What follows belongs to an exercise in optimizing a design on an open flow for small area, a short achievable clock period and few clock cycles; a production flow would make more cautious choices.
Function was checked by simulation only, so behaviour that the tests miss may differ from the original.
No activity file was given, so power comes from the tool's default toggle rates.

==> flow/design.v (outline; a module is shown in full before it is edited, if it fits) <==
// module qsim_seq: 165 lines
// module qsim_cmac: 2777 lines
// module qsim_top: 65 lines
module qsim_top
(
  input  wire        clk,
  input  wire        reset_n,
  input  wire        dut_valid,
  output wire        dut_ready,
  output wire        q_state_input_sram_write_enable,
  output qsim_pkg::addr_t q_state_input_sram_write_address,
  output qsim_pkg::word_t q_state_input_sram_write_data,
  output qsim_pkg::addr_t q_state_input_sram_read_address,
  input  qsim_pkg::word_t q_state_input_sram_read_data,
  output wire        q_state_output_sram_write_enable,
  output qsim_pkg::addr_t q_state_output_sram_write_address,
  output qsim_pkg::word_t q_state_output_sram_write_data,
  input  qsim_pkg::word_t q_state_output_sram_read_data,
  output wire        scratchpad_sram_write_enable,
  output qsim_pkg::addr_t scratchpad_sram_write_address,
  output qsim_pkg::word_t scratchpad_sram_write_data,
  output qsim_pkg::addr_t scratchpad_sram_read_address,
  input  qsim_pkg::word_t scratchpad_sram_read_data,
  output qsim_pkg::addr_t q_gates_sram_read_address,
  input  qsim_pkg::word_t q_gates_sram_read_data
);
  // ...
==> flow/flow/run.sh <==
#!/bin/bash
set -euo pipefail
export SETUP_SLACK_MARGIN=${MARGIN:-5.3}
export BUFFER_PORTS_ARGS="-buffer_cell sky130_fd_sc_hd__buf_2"
sed '1s/-nofsm -noshare /-nofsm -noshare -noabc /' synth_recipe.tcl > synth_noabc.tcl
grep -q -- '-noabc' synth_noabc.tcl
sed 's#/synth_recipe\.tcl#/synth_noabc.tcl#g' standard.sh > standard_noabc.sh
grep -q 'synth_noabc.tcl' standard_noabc.sh
bash standard_noabc.sh > standard.log 2>&1
==> flow/standard.sh <==
#!/bin/bash
# synth_recipe.tcl (not shown) runs the flow's synth.tcl, then flattens the netlist and writes it again
# the make line also repeats each setting of config.mk as NAME=value (left out here)
make -C /OpenROAD-flow-scripts/flow DESIGN_CONFIG=/design/flow/config.mk WORK_HOME=/design/flow/orfs CLKGATE_MAP_FILE= SYNTH_SCRIPT=/design/flow/synth_recipe.tcl "${@:-finish}"
==> flow/config.mk <==
export PLATFORM = sky130hd
export DESIGN_NAME = qsim_top
export DESIGN_NICKNAME = qsim_top
export VERILOG_FILES = /design/flow/design.v
export SDC_FILE = /design/flow/constraint.sdc
export NUM_CORES = 4
export LEC_CHECK = 0
export CAP_MARGIN = 20
export CORE_MARGIN = 2
export CORE_UTILIZATION = 40
export SLEW_MARGIN = 20
==> flow/constraint.sdc <==
create_clock -name core_clock -period 9.0 [get_ports {clk}]
set_input_delay 1.8000 -clock core_clock [delete_from_list [all_inputs] [get_ports {clk}]]
set_output_delay 1.8000 -clock core_clock [all_outputs]
set_load 0.01 [all_outputs]
==> results.cfg, run 1 <==
[power_and_ir_drop]
swShare_pct = 43.5
power-top-group = combinational cells
totalPowerFinal_mw = 14.3
leakage_nw = 14.6
seq-power_mw = 3.17

[global_route]
grt_pass1_wl_mm = 156
met1_usage_pct = 30.2

[critical_path]
crit_path_end = qsim_cmac_i.r2011
critPathRequiredTime_ns = 9.47
end_kind = register

[placement]
dp_hpwl_mm = 64.2
place.gp.congestion = 0.853
placed_area_mm2 = 0.0356
io_buffers = 236

[cells_and_area]
n_all_inverters = 100
final_cell_area_mm2 = 0.0374
fin_nets = 3945
diodes = 1
instances_no_fill = 4429

[clocking]
h-tree-depth = 2
cts_buffer_depth = 3
hold_buffers = 0

[synthesis]
synth_top_area_share_pct = 26.3
synth_edf_count = 29
synth_area_mm2 = 0.0344
synth_area_leaders = fa_1 26%, dfxtp_1 22%, xnor2_1 12%

[timing]
slew_violations = 0
rsz0062_at_grt = true

[routing]
routed-wl-met2_mm = 47.1

[run]
maxCapViolations = 0

[status]
status = no timing/DRC/antenna violations
Testbench counts, summed over its fixed seeds: cycles 16,392.
==> inputs of run 2 (changes only) <==
--- a/flow/flow/run.sh
+++ b/flow/flow/run.sh
@@ -1,6 +1,6 @@
 #!/bin/bash
 set -euo pipefail
-export SETUP_SLACK_MARGIN=${MARGIN:-5.3}
+export SETUP_SLACK_MARGIN=${MARGIN:-5.5}
 export BUFFER_PORTS_ARGS="-buffer_cell sky130_fd_sc_hd__buf_2"
 sed '1s/-nofsm -noshare /-nofsm -noshare -noabc /' synth_recipe.tcl > synth_noabc.tcl
 grep -q -- '-noabc' synth_noabc.tcl
--- a/flow/config.mk
+++ b/flow/config.mk
@@ -5,6 +5,7 @@
 export SDC_FILE = /design/flow/constraint.sdc
 export NUM_CORES = 4
 export LEC_CHECK = 0
+export ABC_AREA = 1
 export CAP_MARGIN = 20
 export CORE_MARGIN = 2
 export CORE_UTILIZATION = 40
==> results.cfg, run 2 <==
[power_and_ir_drop]
p_int_mw = 8.26
seqPwrFrac_pct = 20.7
swShare_pct = 44.9
p_sw_mw = 6.73
leakage_nw = 16.5
p_per_area_mw_per_mm2 = 396
ir_drop_mv = 0.168
pwr-share-comb_pct = 65.5
pwr-share-clk_pct = 13.8

[timing]
setup_viol = 0
hold_viol = 0
finalCritPeriodShare_pct = 38.7
tightest_slew_ns = 1.00
max_freq_mhz = 287
fin_tns_setup_ns = 0
relSlewSlack_pct = 32.3
clock_skew_ns = 0.0204
slew_violations = 0
fin_ws_ns = 5.52
rsz0062_at_grt = true
post-route-min-period_ns = 3.48

[routing]
drt_iter0_drc = 2548
wl_mm = 106
first_pass_iters = 9
drc = 0
vias = 26700
ant_nets = 0
viasPerCell = 5.52
post_drt_wl_per_cell_um = 21.8

[floorplan]
start_util_pct = 40.4
core_area_mm2 = 0.0851
dieArea_mm2 = 0.0883
die_w_um = 297
io_pins = 327
fp.dieH_um = 297
fp-row-count = 107

[global_route]
grt_pass1_vias = 27100
antenna_found_initial = 2
grt_max_degree = 52
overflow = 0
grt_use_total_pct = 23.5
grt_pass1_wl_mm = 161

[clocking]
clkSlewWorstSetupHoldPaths_ns = 0.06
cts_buffers = 48
hold_buffers = 0
cts_buffer_depth = 3
cts_sinks = 403
cts_tree = done
insertion_delay_ns = 0.59
cts-root-buf = clkbuf_16
h-tree-depth = 2

[cells_and_area]
final_common_cell = xor2_1
final_layout_size_suffix_gt1_share_pct = 13.3
fin_nets = 4355
mostFrequentLayoutCells = 588 x xor2_1, 479 x o22ai_1, 450 x fa_1
syn2layout_area_growth_pct = 10.2
fin_util_pct = 44.5

[synthesis]
async_reset_ff_share_pct = 0
synth_top_family_by_area = adder cells
synth-compound-area-share_pct = 12.3
ys_ff_latch = 403
synth_top_area_share_pct = 26.3
yosysMostFrequentCell = xor2_1
ys.flop_type = dfxtp_1
ys_types = 54
synth_common_cells = 592 x xor2_1, 479 x o22ai_1, 452 x fa_1
synth-simple-area-share_pct = 6.79
synth_area_mm2 = 0.0344
syn_avg_cell_area_um2 = 9.55
muxShareOfSynthArea_pct = 0.582
yosysSeqAreaShare_pct = 24.3
synth_adder_area_share_pct = 30.6
synth_xor_xnor_area_share_pct = 15.8
synth_edf_count = 29
netlist_instances = 3600
yosysWarnings = 2
synth_area_leaders = fa_1 26%, dfxtp_1 22%, xor2_1 15%
synth_largest_area_cell = fa_1

[run]
maxCapViolations = 0

[placement]
dp_hpwl_mm = 72.0
place.gp.congestion = 0.934
io_buffers = 236
place_ws_ns = 4.93

[critical_path]
rr_worst_depth = 10
crit_path_end = qsim_cmac_i.r2051
end_kind = register
worstPathMaxFanout = 35
r2r_slack_ns = 5.52
path_class = reg2reg
crit_start = qsim_cmac_i.vre_neg[5]
critPathRequiredTime_ns = 9.47
startpoint_type = register
arrival_ns = 3.95
timing.rr.start = qsim_cmac_i.vre_neg[5]
r2r_end = qsim_cmac_i.r2051

[hold_path]
hp-class = reg2reg

[status]
status = no timing/DRC/antenna violations
[run 2: cell types whose count changed after synthesis, moves of 34 or more]
cell,before,now
a21oi_1,37,75
a22oi_1,477,0
clkbuf_1,235,201
inv_1,100,334
nand2_1,86,264
nor2_1,87,170
nor2b_1,56,0
o22ai_1,4,479
xnor2_1,485,27
xor2_1,131,592
[run 2: worst max-delay path, stage by stage, from the launching register on]
cell and delay (ns):
dfxtp_2 0.31, buf_4 0.62, xor2_1 0.37, fa_1 0.51, fa_1 0.44, fa_1 0.38, xor2_1 0.20, xor2_1 0.21
nand2_1 0.07, nand2_1 0.17, inv_1 0.06
[run 2: routing by layer]
| layer | wire length [µm] | GRT usage [%] | vias up |
|---|---|---|---|
| li1 | - | - | 11800 |
| met1 | 42200 | 30.6 | 12900 |
| met2 | 45300 | 35.3 | 1640 |
| met3 | 11900 | 6.90 | 365 |
| met4 | 6040 | 12.4 | 0 |
| met5 | 0 | 0 | - |
[run 2: power groups by stage]
stage | Sequential [mW] | Clock, mW | Combinational [mW]
2_1_floorplan | 3.08 | 0 | 7.04
3_3_place_gp | 3.13 | 0 | 9.49
3_5_place_dp | 3.15 | 0 | 9.79
4_1_cts | 3.11 | 2.13 | 9.87
5_1_grt | 3.18 | 2.20 | 11.3
6_report | 3.11 | 2.07 | 9.82
[run 2: cell families (layout without fill, tap and decap cells)]
group | Yosys count | after routing
simple gates | 553 | 553
other cells | 1 | 60
fa+ha+maj | 570 | 570
buf+inv | 739 | 774
xor+xnor | 619 | 619
flops | 403 | 403
compound gates | 695 | 695
mux | 20 | 20
[run 2: cell type report]
class	instances	area, µm²
well taps	1144	1430
clock inverters	19	309
repair buffers	335	2020
flip-flops and latches	403	8390
diodes	2	5.00
fillers	8314	47300
clock buffers	67	1360
repair inverters	1	5.00
inverters	352	1400
multi-input cells	2515	23000
[run 2: worst min-delay path by stage]
stage,from,end,cells past startpoint
finish,qsim_seq_i.first2,qsim_cmac_i.first_p,0
CTS,qsim_seq_i.first2,qsim_cmac_i.first_p,0
detailed placement,qsim_seq_i.first2,qsim_cmac_i.first_p,0
global route,qsim_seq_i.first2,qsim_cmac_i.first_p,0
floorplan,qsim_seq_i.first2,qsim_cmac_i.first_p,0
global placement,qsim_seq_i.first2,qsim_cmac_i.first_p,0
[run 2: stage by stage]
step                      area [µm²]  hold slack, ns  instances  power (mW)
after floorplan                34600           0.310       3657        10.1
after global placement         35800           0.314       4726        12.6
after detailed placement       35800           0.313       4726        12.9
after CTS                      37700           0.328       4829        15.1
after global routing           37900           0.338       4836        16.7
final                          37900           0.327       4838        15.0
[run 2: what timing repair did]
item	4_1_cts	5_1_grt
setup endpoints to repair	82	27
resized for setup	32	37
cloned	0	1
setup buffers	17	6
==> inputs of run 3 (changes only) <==
--- a/flow/flow/run.sh
+++ b/flow/flow/run.sh
@@ -1,6 +1,6 @@
 #!/bin/bash
 set -euo pipefail
-export SETUP_SLACK_MARGIN=${MARGIN:-5.5}
+export SETUP_SLACK_MARGIN=${MARGIN:-5.4}
 export BUFFER_PORTS_ARGS="-buffer_cell sky130_fd_sc_hd__buf_2"
 sed '1s/-nofsm -noshare /-nofsm -noshare -noabc /' synth_recipe.tcl > synth_noabc.tcl
 grep -q -- '-noabc' synth_noabc.tcl
--- a/flow/config.mk
+++ b/flow/config.mk
@@ -5,8 +5,9 @@
 export SDC_FILE = /design/flow/constraint.sdc
 export NUM_CORES = 4
 export LEC_CHECK = 0
-export ABC_AREA = 1
 export CAP_MARGIN = 20
 export CORE_MARGIN = 2
 export CORE_UTILIZATION = 40
+export CTS_CLUSTER_DIAMETER = 80
+export CTS_CLUSTER_SIZE = 30
 export SLEW_MARGIN = 20
==> results.cfg, run 3 <==
[timing]
fin_ws_ns = 5.50
rsz0062_at_grt = false
post-route-min-period_ns = 3.50
finalCritPeriodShare_pct = 38.9
slew_violations = 0
hold_viol = 0
clock_skew_ns = 0.0322
tightest_slew_ns = 1.01
relSlewSlack_pct = 32.6
max_freq_mhz = 286
setup_viol = 0
fin_tns_setup_ns = 0

[hold_path]
min_path_cells = 0
hp-class = reg2reg
holdPathEnd = qsim_seq_i.src_p[2]
worstHoldStart = qsim_seq_i.src_p[1]

[cells_and_area]
mostFrequentLayoutCells = 485 x xnor2_1, 477 x a22oi_1, 452 x fa_1
multi_input_area_mm2 = 0.0238
instances_no_fill = 4397
diodes = 0
register_area_mm2 = 0.00851
final_common_cell = xnor2_1
fillers = 8153
syn2layout_area_growth_pct = 7.87
fin_nets = 3928
fin_util_pct = 43.6
final_layout_size_suffix_gt1_share_pct = 13.6

[synthesis]
async_reset_ff_share_pct = 0
yosysMostFrequentCell = xnor2_1
ys.flop_type = dfxtp_1
synth_top_area_share_pct = 26.3
syn_avg_cell_area_um2 = 10.5
netlist_instances = 3267
synth_common_cells = 485 x xnor2_1, 477 x a22oi_1, 452 x fa_1
ys_types = 72
synth_area_leaders = fa_1 26%, dfxtp_1 22%, xnor2_1 12%
yosysWarnings = 2
synth_largest_area_cell = fa_1
synth_edf_count = 29
yosysSeqAreaShare_pct = 24.3
synth_area_mm2 = 0.0344
ys_ff_latch = 403

[clocking]
hold_buffers = 0
cts-root-buf = clkbuf_16
clkSlewWorstSetupHoldPaths_ns = 0.10
cts_sinks = 403
insertion_delay_ns = 0.65
cts_buffer_depth = 3
cts_buffers = 30
cts_tree = done
h-tree-depth = 1

[routing]
post_drt_wl_per_cell_um = 23.4
wl_mm = 103
vias = 25000
first_pass_iters = 6
drt_iter0_drc = 2334
viasPerCell = 5.68
wl_met3_mm = 10.6
routed-wl-met2_mm = 47.0
ant_nets = 0
top_layer_used = met5
drc = 0
wl_met1_mm = 41.0

[power_and_ir_drop]
swShare_pct = 45.0
seqPwrFrac_pct = 23.1
pwr-share-clk_pct = 11.6
p_sw_mw = 6.22
p_per_area_mw_per_mm2 = 372
leakage_nw = 14.4
p_int_mw = 7.61
pwr-share-comb_pct = 65.3
ir_drop_mv = 0.190

[critical_path]
r2r_slack_ns = 5.50
path_cells = buf_8 > a22oi_1 > xnor2_1 > fa_1 > fa_1 > ha_1 > nor2_2 > nor2_1 > and3_1 > a221o_1 > a41oi_1 > o211ai_1
crit_top_cell = fa_1
r2r_end = qsim_cmac_i.r2140
cpPeakStageDelay_ns = 0.49
end_kind = register
worstPathMaxFanout = 35
startpoint_type = register
cp_slowest_cell = fa_1
path_class = reg2reg
rr_worst_depth = 12
worst_path_dominant_cell_family = adder cells
arrival_ns = 4.01
cp.buffers_inverters = 1
critPathRequiredTime_ns = 9.50
timing.rr.start = qsim_cmac_i.vre_one[1]

[floorplan]
start_util_pct = 40.4
core_area_mm2 = 0.0851
fp-row-count = 107
io_pins = 327
fp.dieH_um = 297
dieArea_mm2 = 0.0884
die_w_um = 297

[global_route]
antenna_found_initial = 1
grt_use_total_pct = 22.6
grt_pass1_wl_mm = 155
grt_pass1_vias = 25400
overflow = 0
grt_max_degree = 49

[run]
maxCapViolations = 0

[placement]
place.gp.congestion = 0.851
dp_hpwl_mm = 64.6
dpl.cell_count = 4338
io_buffers = 236
place_ws_ns = 4.87

[status]
status = no timing/DRC/antenna violations
==> run 3: cell count changes in the layout (fill, tap and decap cells not counted), sizes merged, moves of 32 or more <==
cell    previous run  this run
clkbuf            67        35
xnor2             27       485
a22oi              0       477
buf              335       292
o22ai            480         4
a21oi             75        37
inv              333       112
xor2             592       131
nor2b              0        56
nor2             175        87
nand2            267        86
==> run 3: layer usage <==
layer / track usage, % / vias to the layer above
met2: 36.0 / 1404
met3: 5.10 / 304
met1: 29.9 / 12400
met5: 0 / -
met4: 8.72 / 2
li1: - / 10800
==> run 3: kinds of logic (layout without fill, tap and decap cells) <==
group	Yosys count	in the layout	share of synthesized area, %
other	1	58	0.0109
adders and majority gates	588	588	31.1
xor gates and xnor gates	616	616	15.7
AOI/OAI and AO/OA	684	684	14.3
buffers and inverters	523	452	7.19
and+or+nand+nor	417	417	6.39
muxes	35	35	1.04
DFF	403	403	24.3
==> run 3: area by class of cell <==
class                   count  share of cell area [%]
inverters                 100                    1.01
flip-flops and latches    403                    22.9
multi-input cells        2398                    64.1
clock inverters            25                    1.15
well taps                1144                    3.86
clock buffers              31                    2.09
repair buffers            296                    4.85
==> run 3: per-stage QoR <==
step                hold WS [ns]  cell area (µm²)  power, mW
global route               0.345            37100       15.4
detailed placement         0.315            35600       12.4
finish                     0.336            37100       13.8
CTS                        0.340            36900       14.0
floorplan                  0.310            34600       9.69
global placement           0.311            35600       12.1
==> run 3: power groups by stage <==
stage | clock network, mW | registers (mW) | logic (mW)
detailed placement | 0 | 3.23 | 9.12
CTS | 1.66 | 3.19 | 9.17
floorplan | 0 | 3.03 | 6.66
finish | 1.60 | 3.20 | 9.03
global placement | 0 | 3.22 | 8.88
global route | 1.72 | 3.26 | 10.4
==> run 3: worst max-delay path by stage <==
stage,from,end,cells past startpoint
after floorplan,qsim_cmac_i.vre_neg[1],qsim_cmac_i.r2140,12
after CTS,qsim_cmac_i.vim_one[5],qsim_cmac_i.r2051,9
after global placement,reset_n,qsim_seq_i.stall[0],5
after global routing,qsim_cmac_i.vre_one[1],qsim_cmac_i.r2140,12
final,qsim_cmac_i.vre_one[1],qsim_cmac_i.r2140,12
after detailed placement,reset_n,qsim_seq_i.stall[0],5
==> run 3: repair_timing <==
item / 4_1_cts / 5_1_grt
gates cloned: 0 / 1
endpoints found under the hold margin: 0 / 0
setup buffers: 0 / 2
pin swaps: 0 / 1
endpoints found under the setup margin: 28 / 32
gates resized for setup: 28 / 47

-- port drivers added, routing unchanged --
How much do the figures lean on ideal ports? The routed layouts below were timed once more, with nothing changed but the port constraints. Step 1 assumes that a clkbuf_16 drives the clock port and a buf_2 every other input. Step 2 times the ports against the registers' clock, not the clock port: input delays grow and output delays shrink by t, the midpoint of the rising clock arrivals with the driver on. Three values: ideal ports, drivers, drivers and shift; two values: the first two.
| run | t (ns) | slack for setup (ns) | worst hold slack (ns) | worst setup path after step 2 | clock arrival spread, ns |
|---|---|---|---|---|---|
| run 1 | 0.683 | 5.317 / 5.317 / 4.944 | 0.323 / 0.323 / 0.323 | input to register | 0.039 / 0.039 |
| run 2 | 0.655 | 5.518 / 5.518 / 5.069 | 0.327 / 0.327 / 0.327 | input to register | 0.024 / 0.023 |
| run 3 | 0.699 | 5.498 / 5.498 / 4.982 | 0.336 / 0.336 / 0.336 | input to register | 0.033 / 0.032 |
After both steps setup and hold are still met in every run listed. For run 3, which loses most, drivers alone change the setup slack by 0.000 ns; drivers and shift together by -0.516 ns.
